From an optimization exercise on the open Yosys and OpenROAD flow, aimed at small area, a short achievable clock period and few clock cycles per item; shortcuts taken in it are not production practice. Function was checked by simulation only, so behaviour that the tests miss may differ from the original.

==> flow/design.v, too long to show whole: its modules and the start of the top module <==
// module matrix_mac_engine: 186 lines
// module mm_dot_s0: 2026 lines
// module mm_dot_s1: 133 lines
// module mm_bpp: 3 lines
// module mm_ha: 4 lines
// module mm_fa: 4 lines
module matrix_mac_engine #(
  parameter int DATA_WIDTH = 32,
  parameter int MAX_DIM = 4,
  parameter int ACC_WIDTH = 2*DATA_WIDTH + $clog2(MAX_DIM)
) (
  input  logic clk,
  input  logic rst_n,
  input  logic in_valid,
  output logic in_ready,
  input  logic [$clog2(MAX_DIM+1)-1:0] cfg_dim,
  input  logic [MAX_DIM-1:0][MAX_DIM-1:0][DATA_WIDTH-1:0] matrix_A,
  input  logic [MAX_DIM-1:0][MAX_DIM-1:0][DATA_WIDTH-1:0] matrix_B,
  output logic [MAX_DIM-1:0][MAX_DIM-1:0][DATA_WIDTH-1:0] matrix_C,
  output logic out_valid,
  input  logic out_ready,
  output logic busy
);
  // ...
==> flow/flow/run.sh <==
#!/bin/bash
# Own layout flow: the standard ORFS flow (standard.sh) with the standard synthesis,
# clock and constraints, changing only how the layout is sized and repaired:
#  - ports are buffered with sky130_fd_sc_hd__buf_4 cells instead of the default buffer;
#  - timing repair aims for a setup slack of SETUP_MARGIN ns instead of 0, so the resizer
#    keeps working the paths down towards a shorter period rather than stopping at 12 ns.
# make's full output is in flow_make.log here; ORFS's per-step logs are under orfs/logs.
set -euo pipefail
SETUP_MARGIN=7.5
bash standard.sh finish \
  "SETUP_SLACK_MARGIN=${SETUP_MARGIN}" \
  "BUFFER_PORTS_ARGS=-buffer_cell sky130_fd_sc_hd__buf_4" \
  "PRE_FLOORPLAN_TCL=$PWD/flow/downsize.tcl" \
  > flow_make.log 2>&1
==> flow/flow/downsize.tcl <==
set db [ord::get_db]
set block [ord::get_db_block]
set small [$db findMaster sky130_fd_sc_hd__a22oi_1]
set n 0
foreach inst [$block getInsts] {
  if { [[$inst getMaster] getName] eq "sky130_fd_sc_hd__a22oi_2" } {
    $inst swapMaster $small
    incr n
  }
}
puts "downsize.tcl: $n a22oi_2 -> a22oi_1"
==> flow/standard.sh <==
#!/bin/bash
# synth_recipe.tcl (not shown) runs the flow's synth.tcl, then flattens the netlist and writes it again
# the make line also repeats each setting of config.mk as NAME=value (left out here)
make -C /OpenROAD-flow-scripts/flow DESIGN_CONFIG=/design/flow/config.mk WORK_HOME=/design/flow/orfs CLKGATE_MAP_FILE= SYNTH_SCRIPT=/design/flow/synth_recipe.tcl "${@:-finish}"
==> flow/config.mk <==
export PLATFORM = sky130hd
export DESIGN_NAME = matrix_mac_engine
export DESIGN_NICKNAME = matrix_mac_engine
export VERILOG_FILES = /design/flow/design.v
export SDC_FILE = /design/flow/constraint.sdc
export NUM_CORES = 4
export LEC_CHECK = 0
export CAP_MARGIN = 20
export CORE_MARGIN = 2
export CORE_UTILIZATION = 60
export PLACE_DENSITY = 0.68
export SLEW_MARGIN = 20
export SYNTH_HIERARCHICAL = 1
export SYNTH_MINIMUM_KEEP_SIZE = 0
==> flow/constraint.sdc <==
create_clock -name core_clock -period 12.0 [get_ports {clk}]
set_input_delay 2.4000 -clock core_clock [delete_from_list [all_inputs] [get_ports {clk}]]
set_output_delay 2.4000 -clock core_clock [all_outputs]
set_load 0.01 [all_outputs]
==> qor.yml, run 1 <==
outcome:
  status: "did not finish"
  stop_stage: "5_1_grt"
  tool.error: "[ERROR GRT-0232] Routing congestion too high. Check the congestion heatmap in the GUI."
placement:
  place_ws_ns: 5.88
  dpl_cell_area_um2: 280000
  dp.cells: 27500
  io_buffers: 1545
  gp_congestion: 1.12
  dp_hpwl_mm: 975
clock_tree:
  postCtsHoldBufs: 0
  ctsResizeCount: 778
  htree_num_levels: 5
  cts_setup_buffers: 118
  cts_root_buffer: "clkbuf_16"
  clock_path_buffers: 4
  cts_buffers: 293
yosys:
  yosysWarnings: 7
  synthCells: 20200
floorplanning:
  die_x_um: 661
  io-pin-count: 1546
  start_util_pct: 60.2
  num_rows: 241
  fp.dieH_um: 661
global_routing:
  grt_max_degree: 176
Testbench counts, summed over its fixed seeds: cycles 1,266, items 384.
==> run 2: changes to the inputs <==
--- a/flow/design.v
+++ b/flow/design.v
@@ -191,3 +191,3 @@
 );
-  wire p0_0_0; mm_bpp up0_0_0 (x0[0], 1'b0, e0[0], e0[1], e0[2], p0_0_0);
+  wire p0_0_0; mm_bpp0 up0_0_0 (x0[0], e0[0], e0[2], p0_0_0);
   wire p0_0_1; mm_bpp up0_0_1 (x0[1], x0[0], e0[0], e0[1], e0[2], p0_0_1);
@@ -223,3 +223,3 @@
   wire p0_0_31; mm_bpp up0_0_31 (x0[31], x0[30], e0[0], e0[1], e0[2], p0_0_31);
-  wire p0_1_0; mm_bpp up0_1_0 (x0[0], 1'b0, e0[3], e0[4], e0[5], p0_1_0);
+  wire p0_1_0; mm_bpp0 up0_1_0 (x0[0], e0[3], e0[5], p0_1_0);
   wire p0_1_1; mm_bpp up0_1_1 (x0[1], x0[0], e0[3], e0[4], e0[5], p0_1_1);
@@ -253,3 +253,3 @@
   wire p0_1_29; mm_bpp up0_1_29 (x0[29], x0[28], e0[3], e0[4], e0[5], p0_1_29);
-  wire p0_2_0; mm_bpp up0_2_0 (x0[0], 1'b0, e0[6], e0[7], e0[8], p0_2_0);
+  wire p0_2_0; mm_bpp0 up0_2_0 (x0[0], e0[6], e0[8], p0_2_0);
   wire p0_2_1; mm_bpp up0_2_1 (x0[1], x0[0], e0[6], e0[7], e0[8], p0_2_1);
@@ -281,3 +281,3 @@
   wire p0_2_27; mm_bpp up0_2_27 (x0[27], x0[26], e0[6], e0[7], e0[8], p0_2_27);
-  wire p0_3_0; mm_bpp up0_3_0 (x0[0], 1'b0, e0[9], e0[10], e0[11], p0_3_0);
+  wire p0_3_0; mm_bpp0 up0_3_0 (x0[0], e0[9], e0[11], p0_3_0);
   wire p0_3_1; mm_bpp up0_3_1 (x0[1], x0[0], e0[9], e0[10], e0[11], p0_3_1);
@@ -307,3 +307,3 @@
   wire p0_3_25; mm_bpp up0_3_25 (x0[25], x0[24], e0[9], e0[10], e0[11], p0_3_25);
-  wire p0_4_0; mm_bpp up0_4_0 (x0[0], 1'b0, e0[12], e0[13], e0[14], p0_4_0);
+  wire p0_4_0; mm_bpp0 up0_4_0 (x0[0], e0[12], e0[14], p0_4_0);
   wire p0_4_1; mm_bpp up0_4_1 (x0[1], x0[0], e0[12], e0[13], e0[14], p0_4_1);
@@ -331,3 +331,3 @@
   wire p0_4_23; mm_bpp up0_4_23 (x0[23], x0[22], e0[12], e0[13], e0[14], p0_4_23);
-  wire p0_5_0; mm_bpp up0_5_0 (x0[0], 1'b0, e0[15], e0[16], e0[17], p0_5_0);
+  wire p0_5_0; mm_bpp0 up0_5_0 (x0[0], e0[15], e0[17], p0_5_0);
   wire p0_5_1; mm_bpp up0_5_1 (x0[1], x0[0], e0[15], e0[16], e0[17], p0_5_1);
@@ -353,3 +353,3 @@
   wire p0_5_21; mm_bpp up0_5_21 (x0[21], x0[20], e0[15], e0[16], e0[17], p0_5_21);
-  wire p0_6_0; mm_bpp up0_6_0 (x0[0], 1'b0, e0[18], e0[19], e0[20], p0_6_0);
+  wire p0_6_0; mm_bpp0 up0_6_0 (x0[0], e0[18], e0[20], p0_6_0);
   wire p0_6_1; mm_bpp up0_6_1 (x0[1], x0[0], e0[18], e0[19], e0[20], p0_6_1);
@@ -373,3 +373,3 @@
   wire p0_6_19; mm_bpp up0_6_19 (x0[19], x0[18], e0[18], e0[19], e0[20], p0_6_19);
-  wire p0_7_0; mm_bpp up0_7_0 (x0[0], 1'b0, e0[21], e0[22], e0[23], p0_7_0);
+  wire p0_7_0; mm_bpp0 up0_7_0 (x0[0], e0[21], e0[23], p0_7_0);
   wire p0_7_1; mm_bpp up0_7_1 (x0[1], x0[0], e0[21], e0[22], e0[23], p0_7_1);
@@ -391,3 +391,3 @@
   wire p0_7_17; mm_bpp up0_7_17 (x0[17], x0[16], e0[21], e0[22], e0[23], p0_7_17);
-  wire p0_8_0; mm_bpp up0_8_0 (x0[0], 1'b0, e0[24], e0[25], e0[26], p0_8_0);
+  wire p0_8_0; mm_bpp0 up0_8_0 (x0[0], e0[24], e0[26], p0_8_0);
   wire p0_8_1; mm_bpp up0_8_1 (x0[1], x0[0], e0[24], e0[25], e0[26], p0_8_1);
@@ -407,3 +407,3 @@
   wire p0_8_15; mm_bpp up0_8_15 (x0[15], x0[14], e0[24], e0[25], e0[26], p0_8_15);
-  wire p0_9_0; mm_bpp up0_9_0 (x0[0], 1'b0, e0[27], e0[28], e0[29], p0_9_0);
+  wire p0_9_0; mm_bpp0 up0_9_0 (x0[0], e0[27], e0[29], p0_9_0);
   wire p0_9_1; mm_bpp up0_9_1 (x0[1], x0[0], e0[27], e0[28], e0[29], p0_9_1);
@@ -421,3 +421,3 @@
   wire p0_9_13; mm_bpp up0_9_13 (x0[13], x0[12], e0[27], e0[28], e0[29], p0_9_13);
-  wire p0_10_0; mm_bpp up0_10_0 (x0[0], 1'b0, e0[30], e0[31], e0[32], p0_10_0);
+  wire p0_10_0; mm_bpp0 up0_10_0 (x0[0], e0[30], e0[32], p0_10_0);
   wire p0_10_1; mm_bpp up0_10_1 (x0[1], x0[0], e0[30], e0[31], e0[32], p0_10_1);
@@ -433,3 +433,3 @@
   wire p0_10_11; mm_bpp up0_10_11 (x0[11], x0[10], e0[30], e0[31], e0[32], p0_10_11);
-  wire p0_11_0; mm_bpp up0_11_0 (x0[0], 1'b0, e0[33], e0[34], e0[35], p0_11_0);
+  wire p0_11_0; mm_bpp0 up0_11_0 (x0[0], e0[33], e0[35], p0_11_0);
   wire p0_11_1; mm_bpp up0_11_1 (x0[1], x0[0], e0[33], e0[34], e0[35], p0_11_1);
@@ -443,3 +443,3 @@
   wire p0_11_9; mm_bpp up0_11_9 (x0[9], x0[8], e0[33], e0[34], e0[35], p0_11_9);
-  wire p0_12_0; mm_bpp up0_12_0 (x0[0], 1'b0, e0[36], e0[37], e0[38], p0_12_0);
+  wire p0_12_0; mm_bpp0 up0_12_0 (x0[0], e0[36], e0[38], p0_12_0);
   wire p0_12_1; mm_bpp up0_12_1 (x0[1], x0[0], e0[36], e0[37], e0[38], p0_12_1);
@@ -451,3 +451,3 @@
   wire p0_12_7; mm_bpp up0_12_7 (x0[7], x0[6], e0[36], e0[37], e0[38], p0_12_7);
-  wire p0_13_0; mm_bpp up0_13_0 (x0[0], 1'b0, e0[39], e0[40], e0[41], p0_13_0);
+  wire p0_13_0; mm_bpp0 up0_13_0 (x0[0], e0[39], e0[41], p0_13_0);
   wire p0_13_1; mm_bpp up0_13_1 (x0[1], x0[0], e0[39], e0[40], e0[41], p0_13_1);
@@ -457,3 +457,3 @@
   wire p0_13_5; mm_bpp up0_13_5 (x0[5], x0[4], e0[39], e0[40], e0[41], p0_13_5);
-  wire p0_14_0; mm_bpp up0_14_0 (x0[0], 1'b0, e0[42], e0[43], e0[44], p0_14_0);
+  wire p0_14_0; mm_bpp0 up0_14_0 (x0[0], e0[42], e0[44], p0_14_0);
   wire p0_14_1; mm_bpp up0_14_1 (x0[1], x0[0], e0[42], e0[43], e0[44], p0_14_1);
@@ -461,5 +461,5 @@
   wire p0_14_3; mm_bpp up0_14_3 (x0[3], x0[2], e0[42], e0[43], e0[44], p0_14_3);
-  wire p0_15_0; mm_bpp up0_15_0 (x0[0], 1'b0, e0[45], e0[46], e0[47], p0_15_0);
+  wire p0_15_0; mm_bpp0 up0_15_0 (x0[0], e0[45], e0[47], p0_15_0);
   wire p0_15_1; mm_bpp up0_15_1 (x0[1], x0[0], e0[45], e0[46], e0[47], p0_15_1);
-  wire p1_0_0; mm_bpp up1_0_0 (x1[0], 1'b0, e1[0], e1[1], e1[2], p1_0_0);
+  wire p1_0_0; mm_bpp0 up1_0_0 (x1[0], e1[0], e1[2], p1_0_0);
   wire p1_0_1; mm_bpp up1_0_1 (x1[1], x1[0], e1[0], e1[1], e1[2], p1_0_1);
@@ -495,3 +495,3 @@
   wire p1_0_31; mm_bpp up1_0_31 (x1[31], x1[30], e1[0], e1[1], e1[2], p1_0_31);
-  wire p1_1_0; mm_bpp up1_1_0 (x1[0], 1'b0, e1[3], e1[4], e1[5], p1_1_0);
+  wire p1_1_0; mm_bpp0 up1_1_0 (x1[0], e1[3], e1[5], p1_1_0);
   wire p1_1_1; mm_bpp up1_1_1 (x1[1], x1[0], e1[3], e1[4], e1[5], p1_1_1);
@@ -525,3 +525,3 @@
   wire p1_1_29; mm_bpp up1_1_29 (x1[29], x1[28], e1[3], e1[4], e1[5], p1_1_29);
-  wire p1_2_0; mm_bpp up1_2_0 (x1[0], 1'b0, e1[6], e1[7], e1[8], p1_2_0);
+  wire p1_2_0; mm_bpp0 up1_2_0 (x1[0], e1[6], e1[8], p1_2_0);
   wire p1_2_1; mm_bpp up1_2_1 (x1[1], x1[0], e1[6], e1[7], e1[8], p1_2_1);
@@ -553,3 +553,3 @@
   wire p1_2_27; mm_bpp up1_2_27 (x1[27], x1[26], e1[6], e1[7], e1[8], p1_2_27);
-  wire p1_3_0; mm_bpp up1_3_0 (x1[0], 1'b0, e1[9], e1[10], e1[11], p1_3_0);
+  wire p1_3_0; mm_bpp0 up1_3_0 (x1[0], e1[9], e1[11], p1_3_0);
   wire p1_3_1; mm_bpp up1_3_1 (x1[1], x1[0], e1[9], e1[10], e1[11], p1_3_1);
@@ -579,3 +579,3 @@
   wire p1_3_25; mm_bpp up1_3_25 (x1[25], x1[24], e1[9], e1[10], e1[11], p1_3_25);
-  wire p1_4_0; mm_bpp up1_4_0 (x1[0], 1'b0, e1[12], e1[13], e1[14], p1_4_0);
+  wire p1_4_0; mm_bpp0 up1_4_0 (x1[0], e1[12], e1[14], p1_4_0);
   wire p1_4_1; mm_bpp up1_4_1 (x1[1], x1[0], e1[12], e1[13], e1[14], p1_4_1);
@@ -603,3 +603,3 @@
   wire p1_4_23; mm_bpp up1_4_23 (x1[23], x1[22], e1[12], e1[13], e1[14], p1_4_23);
-  wire p1_5_0; mm_bpp up1_5_0 (x1[0], 1'b0, e1[15], e1[16], e1[17], p1_5_0);
+  wire p1_5_0; mm_bpp0 up1_5_0 (x1[0], e1[15], e1[17], p1_5_0);
   wire p1_5_1; mm_bpp up1_5_1 (x1[1], x1[0], e1[15], e1[16], e1[17], p1_5_1);
@@ -625,3 +625,3 @@
   wire p1_5_21; mm_bpp up1_5_21 (x1[21], x1[20], e1[15], e1[16], e1[17], p1_5_21);
-  wire p1_6_0; mm_bpp up1_6_0 (x1[0], 1'b0, e1[18], e1[19], e1[20], p1_6_0);
+  wire p1_6_0; mm_bpp0 up1_6_0 (x1[0], e1[18], e1[20], p1_6_0);
   wire p1_6_1; mm_bpp up1_6_1 (x1[1], x1[0], e1[18], e1[19], e1[20], p1_6_1);
@@ -645,3 +645,3 @@
   wire p1_6_19; mm_bpp up1_6_19 (x1[19], x1[18], e1[18], e1[19], e1[20], p1_6_19);
-  wire p1_7_0; mm_bpp up1_7_0 (x1[0], 1'b0, e1[21], e1[22], e1[23], p1_7_0);
+  wire p1_7_0; mm_bpp0 up1_7_0 (x1[0], e1[21], e1[23], p1_7_0);
   wire p1_7_1; mm_bpp up1_7_1 (x1[1], x1[0], e1[21], e1[22], e1[23], p1_7_1);
@@ -663,3 +663,3 @@
   wire p1_7_17; mm_bpp up1_7_17 (x1[17], x1[16], e1[21], e1[22], e1[23], p1_7_17);
-  wire p1_8_0; mm_bpp up1_8_0 (x1[0], 1'b0, e1[24], e1[25], e1[26], p1_8_0);
+  wire p1_8_0; mm_bpp0 up1_8_0 (x1[0], e1[24], e1[26], p1_8_0);
   wire p1_8_1; mm_bpp up1_8_1 (x1[1], x1[0], e1[24], e1[25], e1[26], p1_8_1);
@@ -679,3 +679,3 @@
   wire p1_8_15; mm_bpp up1_8_15 (x1[15], x1[14], e1[24], e1[25], e1[26], p1_8_15);
-  wire p1_9_0; mm_bpp up1_9_0 (x1[0], 1'b0, e1[27], e1[28], e1[29], p1_9_0);
+  wire p1_9_0; mm_bpp0 up1_9_0 (x1[0], e1[27], e1[29], p1_9_0);
   wire p1_9_1; mm_bpp up1_9_1 (x1[1], x1[0], e1[27], e1[28], e1[29], p1_9_1);
@@ -693,3 +693,3 @@
   wire p1_9_13; mm_bpp up1_9_13 (x1[13], x1[12], e1[27], e1[28], e1[29], p1_9_13);
-  wire p1_10_0; mm_bpp up1_10_0 (x1[0], 1'b0, e1[30], e1[31], e1[32], p1_10_0);
+  wire p1_10_0; mm_bpp0 up1_10_0 (x1[0], e1[30], e1[32], p1_10_0);
   wire p1_10_1; mm_bpp up1_10_1 (x1[1], x1[0], e1[30], e1[31], e1[32], p1_10_1);
@@ -705,3 +705,3 @@
   wire p1_10_11; mm_bpp up1_10_11 (x1[11], x1[10], e1[30], e1[31], e1[32], p1_10_11);
-  wire p1_11_0; mm_bpp up1_11_0 (x1[0], 1'b0, e1[33], e1[34], e1[35], p1_11_0);
+  wire p1_11_0; mm_bpp0 up1_11_0 (x1[0], e1[33], e1[35], p1_11_0);
   wire p1_11_1; mm_bpp up1_11_1 (x1[1], x1[0], e1[33], e1[34], e1[35], p1_11_1);
@@ -715,3 +715,3 @@
   wire p1_11_9; mm_bpp up1_11_9 (x1[9], x1[8], e1[33], e1[34], e1[35], p1_11_9);
-  wire p1_12_0; mm_bpp up1_12_0 (x1[0], 1'b0, e1[36], e1[37], e1[38], p1_12_0);
+  wire p1_12_0; mm_bpp0 up1_12_0 (x1[0], e1[36], e1[38], p1_12_0);
   wire p1_12_1; mm_bpp up1_12_1 (x1[1], x1[0], e1[36], e1[37], e1[38], p1_12_1);
@@ -723,3 +723,3 @@
   wire p1_12_7; mm_bpp up1_12_7 (x1[7], x1[6], e1[36], e1[37], e1[38], p1_12_7);
-  wire p1_13_0; mm_bpp up1_13_0 (x1[0], 1'b0, e1[39], e1[40], e1[41], p1_13_0);
+  wire p1_13_0; mm_bpp0 up1_13_0 (x1[0], e1[39], e1[41], p1_13_0);
   wire p1_13_1; mm_bpp up1_13_1 (x1[1], x1[0], e1[39], e1[40], e1[41], p1_13_1);
@@ -729,3 +729,3 @@
   wire p1_13_5; mm_bpp up1_13_5 (x1[5], x1[4], e1[39], e1[40], e1[41], p1_13_5);
-  wire p1_14_0; mm_bpp up1_14_0 (x1[0], 1'b0, e1[42], e1[43], e1[44], p1_14_0);
+  wire p1_14_0; mm_bpp0 up1_14_0 (x1[0], e1[42], e1[44], p1_14_0);
   wire p1_14_1; mm_bpp up1_14_1 (x1[1], x1[0], e1[42], e1[43], e1[44], p1_14_1);
@@ -733,5 +733,5 @@
   wire p1_14_3; mm_bpp up1_14_3 (x1[3], x1[2], e1[42], e1[43], e1[44], p1_14_3);
-  wire p1_15_0; mm_bpp up1_15_0 (x1[0], 1'b0, e1[45], e1[46], e1[47], p1_15_0);
+  wire p1_15_0; mm_bpp0 up1_15_0 (x1[0], e1[45], e1[47], p1_15_0);
   wire p1_15_1; mm_bpp up1_15_1 (x1[1], x1[0], e1[45], e1[46], e1[47], p1_15_1);
-  wire p2_0_0; mm_bpp up2_0_0 (x2[0], 1'b0, e2[0], e2[1], e2[2], p2_0_0);
+  wire p2_0_0; mm_bpp0 up2_0_0 (x2[0], e2[0], e2[2], p2_0_0);
   wire p2_0_1; mm_bpp up2_0_1 (x2[1], x2[0], e2[0], e2[1], e2[2], p2_0_1);
@@ -767,3 +767,3 @@
   wire p2_0_31; mm_bpp up2_0_31 (x2[31], x2[30], e2[0], e2[1], e2[2], p2_0_31);
-  wire p2_1_0; mm_bpp up2_1_0 (x2[0], 1'b0, e2[3], e2[4], e2[5], p2_1_0);
+  wire p2_1_0; mm_bpp0 up2_1_0 (x2[0], e2[3], e2[5], p2_1_0);
   wire p2_1_1; mm_bpp up2_1_1 (x2[1], x2[0], e2[3], e2[4], e2[5], p2_1_1);
@@ -797,3 +797,3 @@
   wire p2_1_29; mm_bpp up2_1_29 (x2[29], x2[28], e2[3], e2[4], e2[5], p2_1_29);
-  wire p2_2_0; mm_bpp up2_2_0 (x2[0], 1'b0, e2[6], e2[7], e2[8], p2_2_0);
+  wire p2_2_0; mm_bpp0 up2_2_0 (x2[0], e2[6], e2[8], p2_2_0);
   wire p2_2_1; mm_bpp up2_2_1 (x2[1], x2[0], e2[6], e2[7], e2[8], p2_2_1);
@@ -825,3 +825,3 @@
   wire p2_2_27; mm_bpp up2_2_27 (x2[27], x2[26], e2[6], e2[7], e2[8], p2_2_27);
-  wire p2_3_0; mm_bpp up2_3_0 (x2[0], 1'b0, e2[9], e2[10], e2[11], p2_3_0);
+  wire p2_3_0; mm_bpp0 up2_3_0 (x2[0], e2[9], e2[11], p2_3_0);
   wire p2_3_1; mm_bpp up2_3_1 (x2[1], x2[0], e2[9], e2[10], e2[11], p2_3_1);
@@ -851,3 +851,3 @@
   wire p2_3_25; mm_bpp up2_3_25 (x2[25], x2[24], e2[9], e2[10], e2[11], p2_3_25);
-  wire p2_4_0; mm_bpp up2_4_0 (x2[0], 1'b0, e2[12], e2[13], e2[14], p2_4_0);
+  wire p2_4_0; mm_bpp0 up2_4_0 (x2[0], e2[12], e2[14], p2_4_0);
   wire p2_4_1; mm_bpp up2_4_1 (x2[1], x2[0], e2[12], e2[13], e2[14], p2_4_1);
@@ -875,3 +875,3 @@
   wire p2_4_23; mm_bpp up2_4_23 (x2[23], x2[22], e2[12], e2[13], e2[14], p2_4_23);
-  wire p2_5_0; mm_bpp up2_5_0 (x2[0], 1'b0, e2[15], e2[16], e2[17], p2_5_0);
+  wire p2_5_0; mm_bpp0 up2_5_0 (x2[0], e2[15], e2[17], p2_5_0);
   wire p2_5_1; mm_bpp up2_5_1 (x2[1], x2[0], e2[15], e2[16], e2[17], p2_5_1);
@@ -897,3 +897,3 @@
   wire p2_5_21; mm_bpp up2_5_21 (x2[21], x2[20], e2[15], e2[16], e2[17], p2_5_21);
-  wire p2_6_0; mm_bpp up2_6_0 (x2[0], 1'b0, e2[18], e2[19], e2[20], p2_6_0);
+  wire p2_6_0; mm_bpp0 up2_6_0 (x2[0], e2[18], e2[20], p2_6_0);
   wire p2_6_1; mm_bpp up2_6_1 (x2[1], x2[0], e2[18], e2[19], e2[20], p2_6_1);
@@ -917,3 +917,3 @@
   wire p2_6_19; mm_bpp up2_6_19 (x2[19], x2[18], e2[18], e2[19], e2[20], p2_6_19);
-  wire p2_7_0; mm_bpp up2_7_0 (x2[0], 1'b0, e2[21], e2[22], e2[23], p2_7_0);
+  wire p2_7_0; mm_bpp0 up2_7_0 (x2[0], e2[21], e2[23], p2_7_0);
   wire p2_7_1; mm_bpp up2_7_1 (x2[1], x2[0], e2[21], e2[22], e2[23], p2_7_1);
@@ -935,3 +935,3 @@
   wire p2_7_17; mm_bpp up2_7_17 (x2[17], x2[16], e2[21], e2[22], e2[23], p2_7_17);
-  wire p2_8_0; mm_bpp up2_8_0 (x2[0], 1'b0, e2[24], e2[25], e2[26], p2_8_0);
+  wire p2_8_0; mm_bpp0 up2_8_0 (x2[0], e2[24], e2[26], p2_8_0);
   wire p2_8_1; mm_bpp up2_8_1 (x2[1], x2[0], e2[24], e2[25], e2[26], p2_8_1);
@@ -951,3 +951,3 @@
   wire p2_8_15; mm_bpp up2_8_15 (x2[15], x2[14], e2[24], e2[25], e2[26], p2_8_15);
-  wire p2_9_0; mm_bpp up2_9_0 (x2[0], 1'b0, e2[27], e2[28], e2[29], p2_9_0);
+  wire p2_9_0; mm_bpp0 up2_9_0 (x2[0], e2[27], e2[29], p2_9_0);
   wire p2_9_1; mm_bpp up2_9_1 (x2[1], x2[0], e2[27], e2[28], e2[29], p2_9_1);
@@ -965,3 +965,3 @@
   wire p2_9_13; mm_bpp up2_9_13 (x2[13], x2[12], e2[27], e2[28], e2[29], p2_9_13);
-  wire p2_10_0; mm_bpp up2_10_0 (x2[0], 1'b0, e2[30], e2[31], e2[32], p2_10_0);
+  wire p2_10_0; mm_bpp0 up2_10_0 (x2[0], e2[30], e2[32], p2_10_0);
   wire p2_10_1; mm_bpp up2_10_1 (x2[1], x2[0], e2[30], e2[31], e2[32], p2_10_1);
@@ -977,3 +977,3 @@
   wire p2_10_11; mm_bpp up2_10_11 (x2[11], x2[10], e2[30], e2[31], e2[32], p2_10_11);
-  wire p2_11_0; mm_bpp up2_11_0 (x2[0], 1'b0, e2[33], e2[34], e2[35], p2_11_0);
+  wire p2_11_0; mm_bpp0 up2_11_0 (x2[0], e2[33], e2[35], p2_11_0);
   wire p2_11_1; mm_bpp up2_11_1 (x2[1], x2[0], e2[33], e2[34], e2[35], p2_11_1);
@@ -987,3 +987,3 @@
   wire p2_11_9; mm_bpp up2_11_9 (x2[9], x2[8], e2[33], e2[34], e2[35], p2_11_9);
-  wire p2_12_0; mm_bpp up2_12_0 (x2[0], 1'b0, e2[36], e2[37], e2[38], p2_12_0);
+  wire p2_12_0; mm_bpp0 up2_12_0 (x2[0], e2[36], e2[38], p2_12_0);
   wire p2_12_1; mm_bpp up2_12_1 (x2[1], x2[0], e2[36], e2[37], e2[38], p2_12_1);
@@ -995,3 +995,3 @@
   wire p2_12_7; mm_bpp up2_12_7 (x2[7], x2[6], e2[36], e2[37], e2[38], p2_12_7);
-  wire p2_13_0; mm_bpp up2_13_0 (x2[0], 1'b0, e2[39], e2[40], e2[41], p2_13_0);
+  wire p2_13_0; mm_bpp0 up2_13_0 (x2[0], e2[39], e2[41], p2_13_0);
   wire p2_13_1; mm_bpp up2_13_1 (x2[1], x2[0], e2[39], e2[40], e2[41], p2_13_1);
@@ -1001,3 +1001,3 @@
   wire p2_13_5; mm_bpp up2_13_5 (x2[5], x2[4], e2[39], e2[40], e2[41], p2_13_5);
-  wire p2_14_0; mm_bpp up2_14_0 (x2[0], 1'b0, e2[42], e2[43], e2[44], p2_14_0);
+  wire p2_14_0; mm_bpp0 up2_14_0 (x2[0], e2[42], e2[44], p2_14_0);
   wire p2_14_1; mm_bpp up2_14_1 (x2[1], x2[0], e2[42], e2[43], e2[44], p2_14_1);
@@ -1005,5 +1005,5 @@
   wire p2_14_3; mm_bpp up2_14_3 (x2[3], x2[2], e2[42], e2[43], e2[44], p2_14_3);
-  wire p2_15_0; mm_bpp up2_15_0 (x2[0], 1'b0, e2[45], e2[46], e2[47], p2_15_0);
+  wire p2_15_0; mm_bpp0 up2_15_0 (x2[0], e2[45], e2[47], p2_15_0);
   wire p2_15_1; mm_bpp up2_15_1 (x2[1], x2[0], e2[45], e2[46], e2[47], p2_15_1);
-  wire p3_0_0; mm_bpp up3_0_0 (x3[0], 1'b0, e3[0], e3[1], e3[2], p3_0_0);
+  wire p3_0_0; mm_bpp0 up3_0_0 (x3[0], e3[0], e3[2], p3_0_0);
   wire p3_0_1; mm_bpp up3_0_1 (x3[1], x3[0], e3[0], e3[1], e3[2], p3_0_1);
@@ -1039,3 +1039,3 @@
   wire p3_0_31; mm_bpp up3_0_31 (x3[31], x3[30], e3[0], e3[1], e3[2], p3_0_31);
-  wire p3_1_0; mm_bpp up3_1_0 (x3[0], 1'b0, e3[3], e3[4], e3[5], p3_1_0);
+  wire p3_1_0; mm_bpp0 up3_1_0 (x3[0], e3[3], e3[5], p3_1_0);
   wire p3_1_1; mm_bpp up3_1_1 (x3[1], x3[0], e3[3], e3[4], e3[5], p3_1_1);
@@ -1069,3 +1069,3 @@
   wire p3_1_29; mm_bpp up3_1_29 (x3[29], x3[28], e3[3], e3[4], e3[5], p3_1_29);
-  wire p3_2_0; mm_bpp up3_2_0 (x3[0], 1'b0, e3[6], e3[7], e3[8], p3_2_0);
+  wire p3_2_0; mm_bpp0 up3_2_0 (x3[0], e3[6], e3[8], p3_2_0);
   wire p3_2_1; mm_bpp up3_2_1 (x3[1], x3[0], e3[6], e3[7], e3[8], p3_2_1);
@@ -1097,3 +1097,3 @@
   wire p3_2_27; mm_bpp up3_2_27 (x3[27], x3[26], e3[6], e3[7], e3[8], p3_2_27);
-  wire p3_3_0; mm_bpp up3_3_0 (x3[0], 1'b0, e3[9], e3[10], e3[11], p3_3_0);
+  wire p3_3_0; mm_bpp0 up3_3_0 (x3[0], e3[9], e3[11], p3_3_0);
   wire p3_3_1; mm_bpp up3_3_1 (x3[1], x3[0], e3[9], e3[10], e3[11], p3_3_1);
@@ -1123,3 +1123,3 @@
   wire p3_3_25; mm_bpp up3_3_25 (x3[25], x3[24], e3[9], e3[10], e3[11], p3_3_25);
-  wire p3_4_0; mm_bpp up3_4_0 (x3[0], 1'b0, e3[12], e3[13], e3[14], p3_4_0);
+  wire p3_4_0; mm_bpp0 up3_4_0 (x3[0], e3[12], e3[14], p3_4_0);
   wire p3_4_1; mm_bpp up3_4_1 (x3[1], x3[0], e3[12], e3[13], e3[14], p3_4_1);
@@ -1147,3 +1147,3 @@
   wire p3_4_23; mm_bpp up3_4_23 (x3[23], x3[22], e3[12], e3[13], e3[14], p3_4_23);
-  wire p3_5_0; mm_bpp up3_5_0 (x3[0], 1'b0, e3[15], e3[16], e3[17], p3_5_0);
+  wire p3_5_0; mm_bpp0 up3_5_0 (x3[0], e3[15], e3[17], p3_5_0);
   wire p3_5_1; mm_bpp up3_5_1 (x3[1], x3[0], e3[15], e3[16], e3[17], p3_5_1);
@@ -1169,3 +1169,3 @@
   wire p3_5_21; mm_bpp up3_5_21 (x3[21], x3[20], e3[15], e3[16], e3[17], p3_5_21);
-  wire p3_6_0; mm_bpp up3_6_0 (x3[0], 1'b0, e3[18], e3[19], e3[20], p3_6_0);
+  wire p3_6_0; mm_bpp0 up3_6_0 (x3[0], e3[18], e3[20], p3_6_0);
   wire p3_6_1; mm_bpp up3_6_1 (x3[1], x3[0], e3[18], e3[19], e3[20], p3_6_1);
@@ -1189,3 +1189,3 @@
   wire p3_6_19; mm_bpp up3_6_19 (x3[19], x3[18], e3[18], e3[19], e3[20], p3_6_19);
-  wire p3_7_0; mm_bpp up3_7_0 (x3[0], 1'b0, e3[21], e3[22], e3[23], p3_7_0);
+  wire p3_7_0; mm_bpp0 up3_7_0 (x3[0], e3[21], e3[23], p3_7_0);
   wire p3_7_1; mm_bpp up3_7_1 (x3[1], x3[0], e3[21], e3[22], e3[23], p3_7_1);
@@ -1207,3 +1207,3 @@
   wire p3_7_17; mm_bpp up3_7_17 (x3[17], x3[16], e3[21], e3[22], e3[23], p3_7_17);
-  wire p3_8_0; mm_bpp up3_8_0 (x3[0], 1'b0, e3[24], e3[25], e3[26], p3_8_0);
+  wire p3_8_0; mm_bpp0 up3_8_0 (x3[0], e3[24], e3[26], p3_8_0);
   wire p3_8_1; mm_bpp up3_8_1 (x3[1], x3[0], e3[24], e3[25], e3[26], p3_8_1);
@@ -1223,3 +1223,3 @@
   wire p3_8_15; mm_bpp up3_8_15 (x3[15], x3[14], e3[24], e3[25], e3[26], p3_8_15);
-  wire p3_9_0; mm_bpp up3_9_0 (x3[0], 1'b0, e3[27], e3[28], e3[29], p3_9_0);
+  wire p3_9_0; mm_bpp0 up3_9_0 (x3[0], e3[27], e3[29], p3_9_0);
   wire p3_9_1; mm_bpp up3_9_1 (x3[1], x3[0], e3[27], e3[28], e3[29], p3_9_1);
@@ -1237,3 +1237,3 @@
   wire p3_9_13; mm_bpp up3_9_13 (x3[13], x3[12], e3[27], e3[28], e3[29], p3_9_13);
-  wire p3_10_0; mm_bpp up3_10_0 (x3[0], 1'b0, e3[30], e3[31], e3[32], p3_10_0);
+  wire p3_10_0; mm_bpp0 up3_10_0 (x3[0], e3[30], e3[32], p3_10_0);
   wire p3_10_1; mm_bpp up3_10_1 (x3[1], x3[0], e3[30], e3[31], e3[32], p3_10_1);
@@ -1249,3 +1249,3 @@
   wire p3_10_11; mm_bpp up3_10_11 (x3[11], x3[10], e3[30], e3[31], e3[32], p3_10_11);
-  wire p3_11_0; mm_bpp up3_11_0 (x3[0], 1'b0, e3[33], e3[34], e3[35], p3_11_0);
+  wire p3_11_0; mm_bpp0 up3_11_0 (x3[0], e3[33], e3[35], p3_11_0);
   wire p3_11_1; mm_bpp up3_11_1 (x3[1], x3[0], e3[33], e3[34], e3[35], p3_11_1);
@@ -1259,3 +1259,3 @@
   wire p3_11_9; mm_bpp up3_11_9 (x3[9], x3[8], e3[33], e3[34], e3[35], p3_11_9);
-  wire p3_12_0; mm_bpp up3_12_0 (x3[0], 1'b0, e3[36], e3[37], e3[38], p3_12_0);
+  wire p3_12_0; mm_bpp0 up3_12_0 (x3[0], e3[36], e3[38], p3_12_0);
   wire p3_12_1; mm_bpp up3_12_1 (x3[1], x3[0], e3[36], e3[37], e3[38], p3_12_1);
@@ -1267,3 +1267,3 @@
   wire p3_12_7; mm_bpp up3_12_7 (x3[7], x3[6], e3[36], e3[37], e3[38], p3_12_7);
-  wire p3_13_0; mm_bpp up3_13_0 (x3[0], 1'b0, e3[39], e3[40], e3[41], p3_13_0);
+  wire p3_13_0; mm_bpp0 up3_13_0 (x3[0], e3[39], e3[41], p3_13_0);
   wire p3_13_1; mm_bpp up3_13_1 (x3[1], x3[0], e3[39], e3[40], e3[41], p3_13_1);
@@ -1273,3 +1273,3 @@
   wire p3_13_5; mm_bpp up3_13_5 (x3[5], x3[4], e3[39], e3[40], e3[41], p3_13_5);
-  wire p3_14_0; mm_bpp up3_14_0 (x3[0], 1'b0, e3[42], e3[43], e3[44], p3_14_0);
+  wire p3_14_0; mm_bpp0 up3_14_0 (x3[0], e3[42], e3[44], p3_14_0);
   wire p3_14_1; mm_bpp up3_14_1 (x3[1], x3[0], e3[42], e3[43], e3[44], p3_14_1);
@@ -1277,3 +1277,3 @@
   wire p3_14_3; mm_bpp up3_14_3 (x3[3], x3[2], e3[42], e3[43], e3[44], p3_14_3);
-  wire p3_15_0; mm_bpp up3_15_0 (x3[0], 1'b0, e3[45], e3[46], e3[47], p3_15_0);
+  wire p3_15_0; mm_bpp0 up3_15_0 (x3[0], e3[45], e3[47], p3_15_0);
   wire p3_15_1; mm_bpp up3_15_1 (x3[1], x3[0], e3[45], e3[46], e3[47], p3_15_1);
@@ -2352,2 +2352,5 @@
 endmodule
+module mm_bpp0 (input logic x1, one, neg, output logic p);
+  assign p = (x1 & one) ^ neg;
+endmodule
 module mm_fa (input logic a, b, c, output logic s, co);
--- a/flow/flow/run.sh
+++ b/flow/flow/run.sh
@@ -2,4 +2,6 @@
 # Own layout flow: the standard ORFS flow (standard.sh) with the standard synthesis,
-# clock and constraints, changing only how the layout is sized and repaired:
+# clock and constraints, changing only how the layout is placed and repaired:
 #  - ports are buffered with sky130_fd_sc_hd__buf_4 cells instead of the default buffer;
+#  - outbuf.tcl (before detailed placement) moves each output port's buffer next to the
+#    flip-flop that drives it, so the buffer drives the long wire to the pin;
 #  - timing repair aims for a setup slack of SETUP_MARGIN ns instead of 0, so the resizer
@@ -12,3 +14,3 @@
   "BUFFER_PORTS_ARGS=-buffer_cell sky130_fd_sc_hd__buf_4" \
-  "PRE_FLOORPLAN_TCL=$PWD/flow/downsize.tcl" \
+  "PRE_DETAIL_PLACE_TCL=$PWD/flow/outbuf.tcl" \
   > flow_make.log 2>&1
==> flow/flow/outbuf.tcl (new file) <==
# Runs before detailed placement (PRE_DETAIL_PLACE_TCL): moves each output port's buffer
# next to the flip-flop that drives it, so the buffer rather than the flip-flop drives the
# wire to the pin. Detailed placement then legalizes the moved buffers.
set block [ord::get_db_block]
set moved 0
foreach bt [$block getBTerms] {
  if { [$bt getIoType] ne "OUTPUT" } { continue }
  set net [$bt getNet]
  if { $net eq "NULL" } { continue }
  set buf ""
  foreach it [$net getITerms] { if { [$it isOutputSignal] } { set buf [$it getInst] } }
  if { $buf eq "" } { continue }
  set drv ""
  foreach it [$buf getITerms] {
    if { [$it isInputSignal] } {
      foreach it2 [[$it getNet] getITerms] {
        if { [$it2 isOutputSignal] } { set drv [$it2 getInst] }
      }
    }
  }
  if { $drv eq "" } { continue }
  set dl [$drv getLocation]
  $buf setLocation [lindex $dl 0] [lindex $dl 1]
  incr moved
}
puts "outbuf.tcl: moved $moved output buffers next to their drivers"
--- a/flow/config.mk
+++ b/flow/config.mk
@@ -9,4 +9,3 @@
 export CORE_MARGIN = 2
-export CORE_UTILIZATION = 60
-export PLACE_DENSITY = 0.68
+export CORE_UTILIZATION = 40
 export SLEW_MARGIN = 20
removed: flow/flow/downsize.tcl
==> run 2 against run 1 <==
  * The run now finishes clean
  * Synthesized cell count about the same
==> qor.yml, run 2 <==
critical_path:
  worst_setup_path_start_kind: "flop"
  critical_path_class: "reg -> reg"
  cp.arrival_ns: 5.68
  cp_max_fo: 3
  worst_ep_required_time_ns: 12.75
  r2r_slack_ns: 7.08
  cp-end-kind: "flop"
clock_tree:
  htree_num_levels: 5  # unchanged
  cts_buffers: 312  # +6.5%
  cts_root_buffer: "clkbuf_16"
  clk_pin_slew_worst_paths_ns: 0.06
  worstSkewPairLatency_ns: 1.17
  cts_tree: "built"
  clock_path_buffers: 4  # unchanged
  cts.sinks: 2484
  postCtsHoldBufs: 0  # unchanged
sta:
  finalSetupViolations: 0
  fin_crit_ns: 4.92
  relSlewSlack_pct: 8.16
  worst_slack_ns: 7.08
  hold_viol: 0
  worstMarginPinSlew_ns: 1.37
  final_max_slew_viol_count: 0
  fmax_mhz: 203
  tns_ns: 0
  finClkSkew_ns: 0.156
  fin_crit_sh_pct: 41.0
  rsz0062_at_grt: "yes"
global_routing:
  grt_use_total_pct: 42.5
  grt_pass1_vias: 222000
  met3_usage_pct: 22.8
  met2_usage_pct: 59.0
  overflow: 0
  top_usage_layer: "met2"
  grt_use_met1_pct: 46.1
  grt_antenna_before_repair: 231
  grt_max_degree: 179
  grt_pass1_wl_mm: 2020
job:
  maxCapViolations: 0
final_layout:
  drive_gt1_share_pct: 36.2
  largest_register_ff_count: 768
  nets: 27900
  final_cell_mix: "4573 x xnor2_1, 4096 x a22oi_2, 4000 x fa_1, 2476 x edfxtp_1, 2456 x buf_4"
  final_cells: 32300
  largestRegisters: "e_r x768, p1_q x668, matrix_C x512"
  synthToLayoutAreaGrowth_pct: 18.1
  largest_register: "e_r"
  layout_commonest_cell: "xnor2_1"
route:
  drt-initial-drc-count: 34900
  via_count: 225000
  drc: 0
  detail_route.wl_per_cell_um: 49.3
  postRouteWirelength_mm: 1590
  detail-route-antenna-nets: 0
  dr.pass1.iters: 12
  viasPerCell: 6.95
yosys:
  synth-edff-count: 2476
  synthCells: 20200  # -0.020%
  yosysWarnings: 7  # unchanged
  synth_most_common_cell: "xnor2_1"
  synth.largest_area_cell: "fa_1"
  postSynthAreaPerCell_um2: 13.8
  synth_top_area_share_pct: 29.6
  synthTopCellsByArea: "fa_1 30%, edfxtp_1 27%, a22oi_2 18%"
  synth_commonest_cells: "4647 x xnor2_1, 4112 x fa_1, 4096 x a22oi_2"
  synthesis.area_um2: 279000
  synth_cell_types: 61
  synthArstFlopShare_pct: 0
  synth.ff_latch_count: 2484
  yosysSeqAreaShare_pct: 26.7
  synthFlopType: "edfxtp_1"
placement:
  dp_hpwl_mm: 1030  # +5.6%
  place_ws_ns: 6.03  # +0.153 ns
  gp_congestion: 1.03  # -8.1%
  dp.cells: 30900  # +12%
  io_buffers: 1545  # unchanged
outcome:
  status: "finished clean"
floorplanning:
  start_util_pct: 40.1  # -20 points
  die_x_um: 838  # +27%
  io-pin-count: 1546  # unchanged
  num_rows: 306  # +27%
  fp.dieH_um: 838  # +27%
  core_um2: 694000
  die_area_um2: 703000
worst_hold_path:
  hp-class: "reg -> reg"
[run 2: kinds of logic (layout without fill, tap and decap cells)]
logic type	after synthesis	count (layout)	synth area share [%]
AOI/OAI and AO/OA	5234	5234	21.1
xor gates and xnor gates	4715	4715	14.8
adders and majority gates	4338	4338	30.6
DFF	2484	2484	26.7
and+or+nand+nor	2341	2341	4.22
buffers and inverters	1000	3635	2.29
muxes	64	64	0.230
other	0	256	0
[run 2: what timing repair did]
item / CTS / global route
gates resized for setup: 1010 / 486
gates cloned: 69 / 66
buffers inserted: 147 / 257
endpoints found under the setup margin: 1042 / 481
pin swaps: 96 / 125
[run 2: modules after synthesis, one instance, submodules excluded]
module             flops+latches  area, um^2  copies in the design
mm_dot_s1                      0        1550                     4
mm_bpp0                        0        12.5                   256
mm_fa                          0        20.0                  4112
matrix_mac_engine           2484       93300                     1
mm_ha                          0        12.5                   108
mm_dot_s0                      0        1250                     4
mm_bpp                         0        21.3                  4096
[run 2: cell type report]
| class | count | area [um^2] |
|---|---|---|
| fillers | 61500 | 365000 |
| multi-input cells | 16700 | 201000 |
| flip-flops and latches | 2484 | 74500 |
| repair buffers | 3029 | 30600 |
| well taps | 9240 | 11600 |
| clock buffers | 359 | 8030 |
| clock inverters | 205 | 2190 |
| diodes | 256 | 641 |
| inverters | 42 | 169 |
[run 2: stage by stage]
step / util, % / hold WS [ns] / area (um^2)
floorplan: - / 0.400 / 279000
global placement: 43.7 / 0.410 / 304000
detailed placement: 43.8 / 0.420 / 304000
CTS: 46.5 / 0.432 / 322000
global route: 47.3 / 0.452 / 329000
finish: 47.4 / 0.435 / 329000
[run 2: worst max-delay path, cell delays in order, from the launching register on]
cell and delay, ns:
edfxtp_1 0.40, fa_2 0.44, fa_2 0.37, fa_1 0.49, fa_2 0.64, ha_4 0.23, ha_4 0.24, a21oi_4 0.17
o21ai_4 0.10, a2111oi_4 0.27, a21oi_4 0.11, buf_12 0.15, a221oi_4 0.35, xnor2_4 0.16, buf_8 0.22, mux2i_1 0.14
nor2_1 0.06
[run 2: per-layer routing]
layer	vias to the layer above	share of wire, %	wire length (um)
met2	23100	39	627000
met5	-	0.26	4090
met1	115000	31	496000
met4	133	13	200000
met3	8176	17	265000
li1	78100	-	-
[run 2: worst paths after layout]
kind | startpoint | end | cells after the start
worst max register to register | p1_q[589]$_DFFE_PN_ | matrix_C[191]$_SDFFCE_PN0P_ | 16
worst min register to register | p0_row[1]$_SDFFCE_PP0P_ | p1_row[1]$_DFFE_PN_ | 0
worst max-delay path | p1_q[589]$_DFFE_PN_ | matrix_C[191]$_SDFFCE_PN0P_ | 16
worst min-delay path | p0_row[1]$_SDFFCE_PP0P_ | p1_row[1]$_DFFE_PN_ | 0
Testbench counts of run 2, summed over its fixed seeds: cycles 1,266, items 384.

==> separate check: timing with driven ports <==
The results above use ideal ports. As a check the final layout listed here was re-extracted and re-timed, cells and wires unchanged.
Step 1 sets driving cells, clkbuf_16 on the clock port and buf_2 on the other inputs (assumed; they add their load-dependent delay and slew).
Step 2 moves the port delays by t, midway between the first and last clock arrival at a register: inputs arrive t later, outputs are due t later. That takes back most of the time a late clock gives input paths.
Three values: ideal, step 1, step 2; two values: the first two.
run: run 2
shift t [ns]: 1.242
slack for setup (ns): 7.079 / 7.079 / 6.084
hold slack, ns: 0.435 / 0.435 / 0.435
pins driven straight from the clock port: 1
After both steps run 2 still meets setup and hold. The setup slack of run 2 moves by 0.000 ns with the drivers and by -0.995 ns with both steps.
